Background: an optimization exercise with open tools, aiming at small area, a short achievable clock period and few clock cycles. Do not read the settings as production practice.
In this exercise RTL edits were held to simulation tests only and were not proved equivalent to the original.
No activity file was given, so power comes from the tool's default toggle rates.

<file path="run.sh">
#!/bin/bash
# synth_recipe.tcl (not shown) runs the flow's synth.tcl, then flattens the netlist and writes it again
# the make line also repeats each setting of config.mk as NAME=value (left out here)
make -C /OpenROAD-flow-scripts/flow DESIGN_CONFIG=/design/flow/config.mk WORK_HOME=/design/flow/orfs CLKGATE_MAP_FILE= SYNTH_SCRIPT=/design/flow/synth_recipe.tcl finish
</file>
<file path="config.mk">
export PLATFORM = sky130hd
export DESIGN_NAME = weight_update
export DESIGN_NICKNAME = weight_update
export VERILOG_FILES = /design/flow/design.v
export SDC_FILE = /design/flow/constraint.sdc
export NUM_CORES = 4
export LEC_CHECK = 0
export ABC_CLOCK_PERIOD_IN_PS = 3000
export CAP_MARGIN = 20
export CORE_MARGIN = 2
export CORE_UTILIZATION = 40
export SETUP_SLACK_MARGIN = 3.0
export SLEW_MARGIN = 20
</file>
<file path="constraint.sdc">
create_clock -name core_clock -period 6.0 [get_ports {clk}]
set_input_delay 1.2000 -clock core_clock [delete_from_list [all_inputs] [get_ports {clk}]]
set_output_delay 1.2000 -clock core_clock [all_outputs]
set_load 0.01 [all_outputs]
</file>
<file path="design.v">
package wu_pkg;
   localparam int LANES  = 4;
   localparam int LANE_W = 16;
   localparam int WORD_W = LANES * LANE_W;
   localparam int ADDR_W = 24;
   localparam int LG_SLICE_WORDS = 3;
   localparam int SLICE_WORDS    = 1 << LG_SLICE_WORDS;
   localparam int LR_SHIFT = 3;
   localparam int NSLOT = 3;
   typedef logic        [WORD_W-1:0] word_t;
   typedef logic signed [LANE_W-1:0] lane_t;
   typedef logic        [ADDR_W-1:0] addr_t;
   typedef logic        [7:0]        node_t;
   typedef logic        [31:0]       len_t;
endpackage
`timescale 1ns/100ps
module sync_fifo #(
   parameter int DW    = 64,
   parameter int DEPTH = 3
) (
   input  logic          clk,
   input  logic          reset,
   input  logic [DW-1:0] wr_data,
   input  logic          wr_en,
   input  logic          rd_en,
   output logic [DW-1:0] rd_data,
   output logic          empty
);
   localparam int PTR_W = (DEPTH > 1) ? $clog2(DEPTH) : 1;
   logic [DW-1:0]    mem [DEPTH];
   logic [PTR_W-1:0] wr_ptr;
   logic [PTR_W-1:0] rd_ptr;
   logic [PTR_W:0]   level;
   assign rd_data = mem[rd_ptr];
   assign empty   = (level == 0);
   always_ff @(posedge clk) begin
      if (wr_en) mem[wr_ptr] <= wr_data;
   end
   always_ff @(posedge clk) begin
      if (reset) begin
         wr_ptr <= '0;
         rd_ptr <= '0;
         level  <= '0;
      end else begin
         if (wr_en) wr_ptr <= (wr_ptr == PTR_W'(DEPTH - 1)) ? '0 : wr_ptr + 1'b1;
         if (rd_en) rd_ptr <= (rd_ptr == PTR_W'(DEPTH - 1)) ? '0 : rd_ptr + 1'b1;
         if (wr_en && !rd_en) level <= level + 1'b1;
         else if (rd_en && !wr_en) level <= level - 1'b1;
      end
   end
endmodule
`timescale 1ns/100ps
module slice_walker
(
   input  logic  clk,
   input  logic  reset,
   input  logic  start,
   input  logic  step,
   input  wu_pkg::node_t node_id,
   input  wu_pkg::node_t num_node,
   input  wu_pkg::len_t  total_length,
   output logic  addr_valid,
   output wu_pkg::addr_t addr
);
   localparam int HI_W = wu_pkg::ADDR_W - wu_pkg::LG_SLICE_WORDS;
   logic                              active;
   logic [HI_W-1:0]                   block_base;    
   wu_pkg::node_t                     slice_idx;
   logic [wu_pkg::LG_SLICE_WORDS-1:0] word_cnt;
   logic                              last_block;
   wu_pkg::node_t                     slice_next;
   wu_pkg::node_t                     first_slice;
   logic                              slice_end;
   logic                              block_end;
   assign slice_next  = (slice_idx == num_node - 1'b1) ? '0 : slice_idx + 1'b1;
   assign first_slice = (node_id == num_node - 1'b1) ? '0 : node_id + 1'b1;
   assign slice_end = &word_cnt;
   assign block_end = slice_end && (slice_idx == node_id);
   assign addr_valid = active;
   assign addr = {block_base + HI_W'(slice_idx), word_cnt};
   always_ff @(posedge clk) begin
      last_block <= ({(HI_W+1)'(block_base) + (HI_W+1)'(num_node), 3'b000} >= total_length);
      if (reset) begin
         active     <= 1'b0;
         block_base <= '0;
         slice_idx  <= '0;
         word_cnt   <= '0;
      end else if (start) begin
         active     <= 1'b1;
         block_base <= '0;
         slice_idx  <= first_slice;
         word_cnt   <= '0;
      end else if (step && active) begin
         word_cnt <= word_cnt + 1'b1;
         if (slice_end) slice_idx <= slice_next;
         if (block_end) begin
            block_base <= block_base + HI_W'(num_node);
            if (last_block) active <= 1'b0;
         end
      end
   end
endmodule
`timescale 1ns/100ps
module weight_update
(
   input  logic  clk,
   input  logic  reset,
   input  logic  cmd_valid,
   input  logic  cmd_init,
   output logic  cmd_ready,
   input  wu_pkg::word_t weight_in,
   input  logic  weight_valid,
   output logic  weight_ready,
   input  wu_pkg::word_t gradient_in,
   input  logic  gradient_valid,
   output logic  gradient_ready,
   output wu_pkg::word_t result_out,
   output logic  result_valid,
   input  logic  result_ready,
   input  wu_pkg::len_t  total_length,
   input  wu_pkg::node_t node_id,
   input  wu_pkg::node_t num_node,
   output wu_pkg::addr_t avs_address,
   output wu_pkg::word_t avs_writedata,
   output logic  avs_read,
   output logic  avs_write,
   input  wu_pkg::word_t avs_readdata,
   input  logic  avs_waitrequest,
   input  logic  avs_readdatavalid
);
   localparam int CNT_W = $clog2(wu_pkg::NSLOT + 1);
   typedef enum logic [1:0] {S_IDLE, S_INIT, S_WALK} state_t;
   state_t        state;
   logic          cmd_rdy_q;
   logic          init_done;
   wu_pkg::addr_t init_addr;
   logic [CNT_W-1:0] rd_cnt;       
   wu_pkg::word_t upd_q;           
   logic          w_need;          
   logic          res_need;        
   logic          rd_act;
   wu_pkg::addr_t rd_addr;
   logic          wr_act;
   wu_pkg::addr_t wr_addr;
   wu_pkg::word_t head;
   logic          head_empty;
   wu_pkg::word_t upd_word;
   logic bus_free, wr_acc, upd_free, src_ok, load, walk_load;
   logic wr_cand, rd_cand, issue_rd, issue_wr;
   logic walk_start, init_end, walk_end, cmd_acc;
   function automatic logic [wu_pkg::LANE_W-1:0] lane_update(input logic signed [wu_pkg::LANE_W-1:0] w,
                                                             input logic signed [wu_pkg::LANE_W-1:0] g);
      lane_update = w - (g >>> wu_pkg::LR_SHIFT);
   endfunction
   always_comb begin
      for (int i = 0; i < wu_pkg::LANES; i++) begin
         upd_word[i*wu_pkg::LANE_W +: wu_pkg::LANE_W] = lane_update(head[i*wu_pkg::LANE_W +: wu_pkg::LANE_W],
                                                                    gradient_in[i*wu_pkg::LANE_W +: wu_pkg::LANE_W]);
      end
   end
   assign cmd_ready = cmd_rdy_q;
   assign cmd_acc   = cmd_valid && cmd_rdy_q;
   assign bus_free = !(avs_read || avs_write) || !avs_waitrequest;
   assign wr_acc   = avs_write && !avs_waitrequest;
   assign upd_free = (!w_need || wr_acc) && (!res_need || result_ready);
   assign src_ok    = (state == S_INIT) ? (weight_valid && !init_done)
                                        : ((state == S_WALK) && !head_empty && gradient_valid);
   assign load      = upd_free && src_ok;
   assign walk_load = load && (state == S_WALK);
   assign weight_ready   = (state == S_INIT) && !init_done && upd_free;
   assign gradient_ready = (state == S_WALK) && !head_empty && upd_free;
   assign result_valid  = res_need;
   assign result_out    = upd_q;
   assign avs_writedata = upd_q;
   assign wr_cand  = load || (w_need && !avs_write);
   assign rd_cand  = (state == S_WALK) && rd_act && (rd_cnt < CNT_W'(wu_pkg::NSLOT));
   assign issue_rd = bus_free && rd_cand;
   assign issue_wr = bus_free && !rd_cand && wr_cand;
   assign init_end   = (state == S_INIT) && init_done && (!w_need || wr_acc);
   assign walk_start = (cmd_acc && !cmd_init) || init_end;
   assign walk_end   = (state == S_WALK) && !rd_act && (rd_cnt == '0) && upd_free;
   slice_walker i_rd_walker (
      .clk (clk), .reset (reset),
      .start (walk_start), .step (issue_rd),
      .node_id (node_id), .num_node (num_node), .total_length (total_length),
      .addr_valid (rd_act), .addr (rd_addr)
   );
   slice_walker i_wr_walker (
      .clk (clk), .reset (reset),
      .start (walk_start), .step (issue_wr && (state == S_WALK)),
      .node_id (node_id), .num_node (num_node), .total_length (total_length),
      .addr_valid (wr_act), .addr (wr_addr)
   );
   sync_fifo #(.DW(wu_pkg::WORD_W), .DEPTH(wu_pkg::NSLOT)) i_slots (
      .clk (clk), .reset (reset),
      .wr_data (avs_readdata), .wr_en (avs_readdatavalid), .rd_en (walk_load),
      .rd_data (head), .empty (head_empty)
   );
   always_ff @(posedge clk) begin
      if (load) upd_q <= (state == S_INIT) ? weight_in : upd_word;
      if (issue_rd) avs_address <= rd_addr;
      else if (issue_wr) avs_address <= (state == S_INIT) ? init_addr : wr_addr;
   end
   always_ff @(posedge clk) begin
      if (reset) begin
         state     <= S_IDLE;
         cmd_rdy_q <= 1'b0;
         init_done <= 1'b0;
         init_addr <= '0;
         rd_cnt    <= '0;
         w_need    <= 1'b0;
         res_need  <= 1'b0;
         avs_read  <= 1'b0;
         avs_write <= 1'b0;
      end else begin
         if (bus_free) begin
            avs_read  <= issue_rd;
            avs_write <= issue_wr;
         end
         rd_cnt <= rd_cnt + CNT_W'(issue_rd) - CNT_W'(walk_load);
         if (load) begin
            w_need   <= 1'b1;
            res_need <= (state == S_WALK);
         end else begin
            if (wr_acc) w_need <= 1'b0;
            if (result_ready) res_need <= 1'b0;
         end
         if (issue_wr && (state == S_INIT)) init_addr <= init_addr + 1'b1;
         if (load && (state == S_INIT) && (32'(init_addr) + 1 == total_length)) init_done <= 1'b1;
         cmd_rdy_q <= 1'b0;
         case (state)
            S_IDLE: begin
               cmd_rdy_q <= !cmd_acc;
               if (cmd_acc) begin
                  state     <= cmd_init ? S_INIT : S_WALK;
                  init_done <= 1'b0;
                  init_addr <= '0;
               end
            end
            S_INIT: if (init_end) state <= S_WALK;
            S_WALK: if (walk_end) begin
               state     <= S_IDLE;
               cmd_rdy_q <= 1'b1;
            end
            default: state <= S_IDLE;
         endcase
      end
   end
endmodule
</file>
==> results of run 1 <==
## per-layer routing
layer,vias up,part of all wire (%)
li1,9490,-
met1,9667,44
met2,581,47
met3,158,5.6
met4,18,3.5
met5,-,0.16
## power breakdown
group / leakage [nW] / total, mW / switching, mW / internal, mW
registers: 3.48 / 3.08 / 0.0483 / 3.03
logic: 8.00 / 1.44 / 0.726 / 0.713
clock network: 0.750 / 2.88 / 1.22 / 1.66
total: 12.2 / 7.40 / 2.00 / 5.40
## worst min-delay path: cells and delay by family, from the launching register on
kind	cells	cell delay, ns
simple gates	1	0.06
flops	1	0.32
compound gates	1	0.05
## state kept, by name, indices dropped and copies added (netlist names), 2 cells and up, named ones only
register	flops
avs_address	24
i_rd_walker.block_base	21
i_rd_walker.slice_idx	8
i_rd_walker.word_cnt	3
i_slots.level	3
i_slots.mem	192
i_slots.rd_ptr	2
i_slots.wr_ptr	2
i_wr_walker.block_base	21
i_wr_walker.slice_idx	8
i_wr_walker.word_cnt	3
init_addr	24
rd_cnt	2
state	2
upd_q	64
## cell families after synthesis
| logic type | count (synthesis) | share of synthesized area, % |
|---|---|---|
| buffers and inverters | 311 | 6.07 |
| multiplexers | 85 | 3.60 |
| XOR/XNOR | 240 | 9.06 |
| flip-flops | 391 | 44.9 |
| AO/OA/AOI/OAI | 503 | 13.1 |
| adder cells (fa/ha/maj) | 159 | 8.68 |
| AND/OR/NAND/NOR | 728 | 14.5 |
## layout make-up
type | instances | area, µm²
Antenna cell | 12 | 30.0
Clock buffer | 67 | 1300
Clock inverter | 21 | 249
Fill cell | 5040 | 25900
Inverter | 135 | 539
Multi-Input combinational cell | 1718 | 13200
Sequential cell | 391 | 10700
Tap cell | 773 | 967
Timing Repair Buffer | 581 | 5780
## stage by stage
step                setup WS [ns]  hold WS [ns]  utilization [%]  std cells
global placement            0.900         0.459             48.5       3432
floorplan                    1.99         0.453                -       2417
global route                 1.95         0.522             55.8       3697
CTS                          2.13         0.484             53.9       3624
detailed placement          0.915         0.477             48.5       3432
finish                       2.09         0.481             55.8       3698
## layout by cell type, fill, tap and decap left out, types with 46 or more instances in the layout
cell type,n
o21ai_0,81
dfxtp_1,101
ha_1,108
nor2_1,211
xnor2_1,127
edfxtp_1,280
o21ai_1,46
mux2i_1,84
a21oi_1,132
buf_4,130
nand2_1,194
inv_1,120
xor2_1,92
nand3_1,59
clkdlybuf4s50_1,364
clkbuf_16,48
## synthesized netlist by cell type (7+ instances only)
library cell,number,area share [%]
nand3_1,62,1.3
nor4_1,9,0.24
a311o_1,7,0.30
o31ai_1,16,0.51
nand2_1,209,3.3
nor2_1,221,3.5
a31oi_1,10,0.26
buf_4,66,2.1
a21o_1,19,0.60
nor3b_1,11,0.35
and4_1,8,0.30
or2_2,13,0.34
mux2i_1,84,3.6
a21oi_1,170,3.6
edfxtp_1,280,36
or3_1,32,0.85
ha_1,148,7.8
clkbuf_1,92,1.5
a32oi_1,8,0.30
o21ai_0,143,3.0
o22ai_1,7,0.19
o211ai_1,7,0.22
nand2b_1,15,0.40
and3_1,25,0.66
inv_1,134,2.1
o21a_1,29,0.92
xor2_1,98,3.6
nand4_1,18,0.48
a211oi_1,14,0.44
nor2b_1,30,0.79
nor3_1,53,1.1
buf_1,11,0.17
o32ai_1,12,0.44
fa_1,9,0.76
a221oi_1,8,0.30
xnor2_1,139,5.1
dfxtp_1,111,9.4
## what timing repair did
action,CTS,global route
pin swaps,117,140
cloned,5,2
gates resized for setup,221,157
endpoints found under the setup margin,136,109
setup buffers,99,60
## path summary, 6_finish.rpt
kind	slack [ns]	cells after the start	startpoint	end
setup reg to reg	2.54	14	i_wr_walker.block_base[1]	i_wr_walker.last_block
hold / removal	0.48	2	i_rd_walker.word_cnt[2]	i_rd_walker.word_cnt[2]
setup / recovery	2.09	22	num_node[0]	i_wr_walker.last_block
hold reg to reg	0.48	2	i_rd_walker.word_cnt[2]	i_rd_walker.word_cnt[2]
==> impl_metrics.json, run 1 <==
{
  "outcome": "complete, no violations",
  "top_usage_layer": "met2",
  "slowest_stage": "fa_2",
  "route.detailed.drc": 0,
  "postCtsHoldBufs": 0,
  "initial_utilization_pct": 40.3,
  "crit_fanout": 2,
  "finalHoldViolCount": 0,
  "worstPathArrival_ns": 4.41,
  "rows": 89,
  "tightest_slew_ns": 1.06,
  "synthArstFlopShare_pct": 0,
  "drv_slew": 0,
  "overflow": 0,
  "path_buf_inv": 3,
  "place_congestion": 0.924,
  "stdcell_area_mm2": 0.0328,
  "core-area_mm2": 0.0587,
  "yosysSeqAreaShare_pct": 44.9,
  "rsz0062_at_grt": "true",
  "clock-sinks": 391,
  "clk_latency_ns": 0.62,
  "setup_viol": 0,
  "p_total_mw": 7.40,
  "crit_family": "compound AO/OA/AOI/OAI gates",
  "slowest_delay_ns": 0.34,
  "min_path_type": "flip-flop to flip-flop",
  "drtIter0Drc": 1106,
  "syn_to_final_growth_pct": 38.5,
  "via_per_inst": 5.39,
  "wl_um": 78400,
  "finalCritPeriodShare_pct": 65.2,
  "grt_pass1_wl_um": 113000,
  "grt_max_degree": 65,
  "die_w_um": 247,
  "max_freq_mhz": 256,
  "io_pins": 407,
  "synth.cell_area_mm2": 0.0237,
  "avgSynthCellArea_um2": 9.79,
  "syn_nets": 2823,
  "worstSetupStartpointType": "input port",
  "power_density_mw_per_mm2": 226,
  "grt.total_usage_pct": 24.4,
  "worstPathRequired_ns": 6.49,
  "synth-warning-count": 3,
  "drive_above_1_share_pct": 18.9,
  "fin_skew_ns": 0.0253,
  "grt_pass1_vias": 19031,
  "numCtsBuffers": 47,
  "cap_violations": 0,
  "placed_area_mm2": 0.0284,
  "leakage_nw": 12.2,
  "use_met3_pct": 4.72,
  "wl_per_cell_um": 21.2,
  "relSlewSlack_pct": 29.5,
  "antenna_left": 0,
  "synth_ff_type": "edfxtp_1",
  "worst-setup-path-type": "input port to flip-flop",
  "ys_seq_elements": 391,
  "drtPass1Iterations": 5,
  "cts_root_buf": "clkbuf_16",
  "cts_tree": "yes",
  "die_height_um": 247,
  "synth_cell_type_count": 80,
  "clockBufferDepth": 3,
  "layout_min_cycle_time_ns": 3.91,
  "setup.worst_path.end_class": "flip-flop",
  "syn_inst": 2417,
  "final_nets": 3280,
  "hpwl_um": 54200,
  "synth_edf_count": 280,
  "cp_cell_sequence": "buf_6 -> buf_6 -> buf_6 -> ha_4 -> fa_2 -> a21o_1 -> a21oi_2 -> o21bai_1 -> a21oi_2 -> o21ai_4 -> nand2_4 -> nor2_4 -> xor2_1 -> ha_1 -> a21o_1 -> a21o_1 -> a21oi_1 -> nor2b_1 -> o21ai_1 -> nand3_1 -> o221ai_2 -> a21oi_1",
  "htreeDepth": 2,
  "clk_pin_slew_ns": 0.06,
  "dieArea_mm2": 0.0611,
  "use_met2_pct": 39.1,
  "vias": 19914,
  "irDropWorstVdd_mv": 0.237,
  "portBuffers": 394,
  "antenna_found_initial": 22,
  "gr-usage-met1_pct": 32.5,
  "fin_setup_tns_ns": 0
}
Testbench counts, summed over its fixed seeds: cycles 20,481.
==> run 2: changes to the inputs <==
--- a/config.mk
+++ b/config.mk
@@ -7,3 +7,2 @@
 export LEC_CHECK = 0
-export ABC_CLOCK_PERIOD_IN_PS = 3000
 export CAP_MARGIN = 20
@@ -11,3 +10,2 @@
 export CORE_UTILIZATION = 40
-export SETUP_SLACK_MARGIN = 3.0
 export SLEW_MARGIN = 20
==> impl_metrics.json, run 2 <==
{
  "outcome": "complete, no violations",
  "layout_min_cycle_time_ns": 4.84,
  "drtIter0Drc": 1061,
  "finalCritPeriodShare_pct": 80.6,
  "cts_root_buf": "clkbuf_16",
  "use_met3_pct": 4.11,
  "synthArstFlopShare_pct": 0,
  "wl_per_cell_um": 20.5,
  "grt_pass1_wl_um": 107000,
  "synth_most_common_cell": "edfxtp_1",
  "p_total_mw": 7.14,
  "drv_slew": 0,
  "use_met2_pct": 38.0,
  "syn_to_final_growth_pct": 24.8,
  "synth_ff_type": "edfxtp_1",
  "numCtsBuffers": 45,
  "ctsResizeCount": 0,
  "ys_seq_elements": 391,
  "cts_tree": "yes",
  "clock-sinks": 391,
  "finish.utilization_pct": 50.3,
  "yosysSeqAreaShare_pct": 44.9,
  "max_freq_mhz": 207,
  "grt.total_usage_pct": 23.0,
  "die_w_um": 247,
  "min_to": "i_rd_walker.word_cnt[1]",
  "rrSetupSlack_ns": 1.68,
  "hold_depth": 2,
  "reg.largest.list": "i_slots.mem (192), upd_q (64)",
  "io_pins": 407,
  "holdCritStartpoint": "i_rd_walker.word_cnt[1]",
  "crit_fanout": 7,
  "rows": 89,
  "worstRegToRegCells": 13,
  "antenna_left": 0,
  "synth_top_area_share_pct": 35.5,
  "top_register": "i_slots.mem",
  "final_nets": 3115,
  "final_common_cell": "clkdlybuf4s50_1",
  "initial_utilization_pct": 40.3,
  "postCtsHoldBufs": 0,
  "rr_endpoint": "upd_q[31]",
  "min_path_type": "flip-flop to flip-flop",
  "portBuffers": 394,
  "top_usage_layer": "met2",
  "fin_setup_tns_ns": 0,
  "synth_cell_type_count": 80,
  "synth-warning-count": 3,
  "setup_viol": 0,
  "largest_reg_flops": 192,
  "grt_max_degree": 66,
  "place_congestion": 0.903,
  "finalHoldViolCount": 0,
  "die_height_um": 247,
  "drtPass1Iterations": 5,
  "synth_edf_count": 280,
  "synth_area_leaders": "edfxtp_1 (36%), dfxtp_1 (9.4%), ha_1 (7.8%), xnor2_1 (5.1%), xor2_1 (3.6%)",
  "clk_pin_slew_ns": 0.06,
  "vias": 18741,
  "fin_skew_ns": 0.0257,
  "clockBufferDepth": 3,
  "htreeDepth": 2,
  "worstPathRequired_ns": 6.48,
  "worstPathArrival_ns": 5.31,
  "synth_top_area_cell": "edfxtp_1",
  "syn_inst": 2417,
  "leakage_nw": 10.9,
  "synth.cell_area_mm2": 0.0237,
  "irDropWorstVdd_mv": 0.195,
  "layout_common_cells": "clkdlybuf4s50_1 (394), edfxtp_1 (280), nor2_1 (219), nand2_1 (208), a21oi_1 (170)",
  "overflow": 0,
  "grt_pass1_vias": 18253,
  "whs_ns": 0.490,
  "synth_common_cells": "edfxtp_1 (280), nor2_1 (221), nand2_1 (209), a21oi_1 (170), ha_1 (148)",
  "syn_nets": 2823,
  "avgSynthCellArea_um2": 9.79,
  "layout_setup_ws_ns": 1.16,
  "route.detailed.drc": 0,
  "hpwl_um": 54600,
  "via_per_inst": 5.32,
  "cap_violations": 0,
  "setup.worst_path.end_class": "flip-flop",
  "drive_above_1_share_pct": 4.99,
  "dieArea_mm2": 0.0611,
  "post-cts-setup-buffers": 0,
  "relSlewSlack_pct": 32.4,
  "antenna_found_initial": 7,
  "rsz0062_at_grt": "false",
  "tightest_slew_ns": 1.01,
  "gr-usage-met1_pct": 30.3,
  "dp_slack_ns": 0.559,
  "wl_um": 72100,
  "core-area_mm2": 0.0587,
  "worst-setup-path-type": "input port to flip-flop",
  "worstSetupStartpointType": "input port",
  "power_density_mw_per_mm2": 242,
  "clk_latency_ns": 0.60
}
[run 2: cell counts after synthesis]
Identical to the previous run, type by type.
[run 2: worst max-delay path by stage]
stage / cells after the start / slack, ns / to / start
finish: 20 / 1.16 / i_wr_walker.last_block / num_node[0]
global route: 20 / 0.80 / i_rd_walker.last_block / num_node[0]
CTS: 20 / 1.16 / i_rd_walker.last_block / num_node[0]
detailed placement: 20 / 0.56 / i_rd_walker.last_block / num_node[0]
global placement: 20 / 0.55 / i_rd_walker.last_block / num_node[0]
floorplan: 10 / 0.26 / init_addr[5] / weight_valid
[run 2: layout make-up]
cell class | count | area, µm²
Antenna cell | 4 | 10.0
Clock inverter | 26 | 349
Sequential cell | 391 | 10600
Clock buffer | 58 | 1230
Fill cell | 5344 | 29200
Timing Repair Buffer | 421 | 4150
Tap cell | 773 | 967
Inverter | 135 | 507
Multi-Input combinational cell | 1715 | 11700
[run 2: critical path, cell delays in order]
cell,delay (ns)
clkdlybuf4s50_1,0.62
ha_1,0.34
fa_1,0.41
a21o_1,0.20
a21oi_1,0.21
o21bai_1,0.09
a21oi_1,0.22
o21ai_1,0.13
nand2_1,0.20
nor2_1,0.09
xor2_1,0.15
ha_1,0.32
a21o_1,0.19
a21o_1,0.16
a21oi_1,0.13
nor2b_1,0.05
o21ai_0,0.19
nand3_1,0.10
o221ai_1,0.19
a21oi_1,0.10
[run 2: kinds of logic (layout without fill, tap and decap cells)]
group           count (synthesis)  after routing  share of synthesized area [%]
xor+xnor                      240            240                           9.06
simple gates                  728            728                           14.5
other cells                     0              4                              0
flops                         391            391                           44.9
compound gates                503            503                           13.1
buf+inv                       311            640                           6.07
mux                            85             85                           3.60
fa+ha+maj                     159            159                           8.68
[run 2: through the flow]
| stage | instance area (µm²) | std cells |
|---|---|---|
| after floorplan | 23700 | 2417 |
| after global placement | 27900 | 3435 |
| after detailed placement | 27900 | 3435 |
| after CTS | 29500 | 3519 |
| after global routing | 29500 | 3523 |
| final | 29500 | 3523 |
[run 2: routing by layer]
metal | part of all wire (%) | wire, µm
met5 | 0.054 | 39
met4 | 3.2 | 2340
met3 | 5.8 | 4170
met2 | 48 | 34400
met1 | 43 | 31200
[run 2: power by group]
group / internal (mW) / switching (mW)
Combinational: 0.533 / 0.592
Clock: 1.73 / 1.20
Sequential: 3.03 / 0.0488
Total: 5.30 / 1.84

afterwards: timing with drivers on the ports:
The results above use ideal ports. As a check the final layouts listed here were re-extracted and re-timed, cells and wires unchanged. Step 1 sets driving cells, clkbuf_16 on the clock port and buf_2 on the other inputs (assumed; they add their load-dependent delay and slew). Step 2 also shifts input and output timing later by t, the mid clock arrival at the registers, as if the neighbouring blocks saw the same clock. Slacks: no drivers / after step 1 / after step 2; pairs: no drivers / after step 1.
| run | shift t [ns] | setup slack, ns | hold slack, ns | latest minus earliest clock arrival (ns) | slew at the worst register clock pin (ns) |
|---|---|---|---|---|---|
| run 1 | 0.661 | 2.087 / 2.109 / 1.449 | 0.481 / 0.481 / 0.481 | 0.033 / 0.033 | 0.07 / 0.07 |
| run 2 | 0.650 | 1.162 / 1.201 / 0.551 | 0.490 / 0.490 / 0.490 | 0.026 / 0.026 | 0.07 / 0.07 |
After both steps setup and hold are still met in every run listed. For run 1, which loses most, drivers alone change the setup slack by +0.022 ns; drivers and shift together by -0.638 ns.
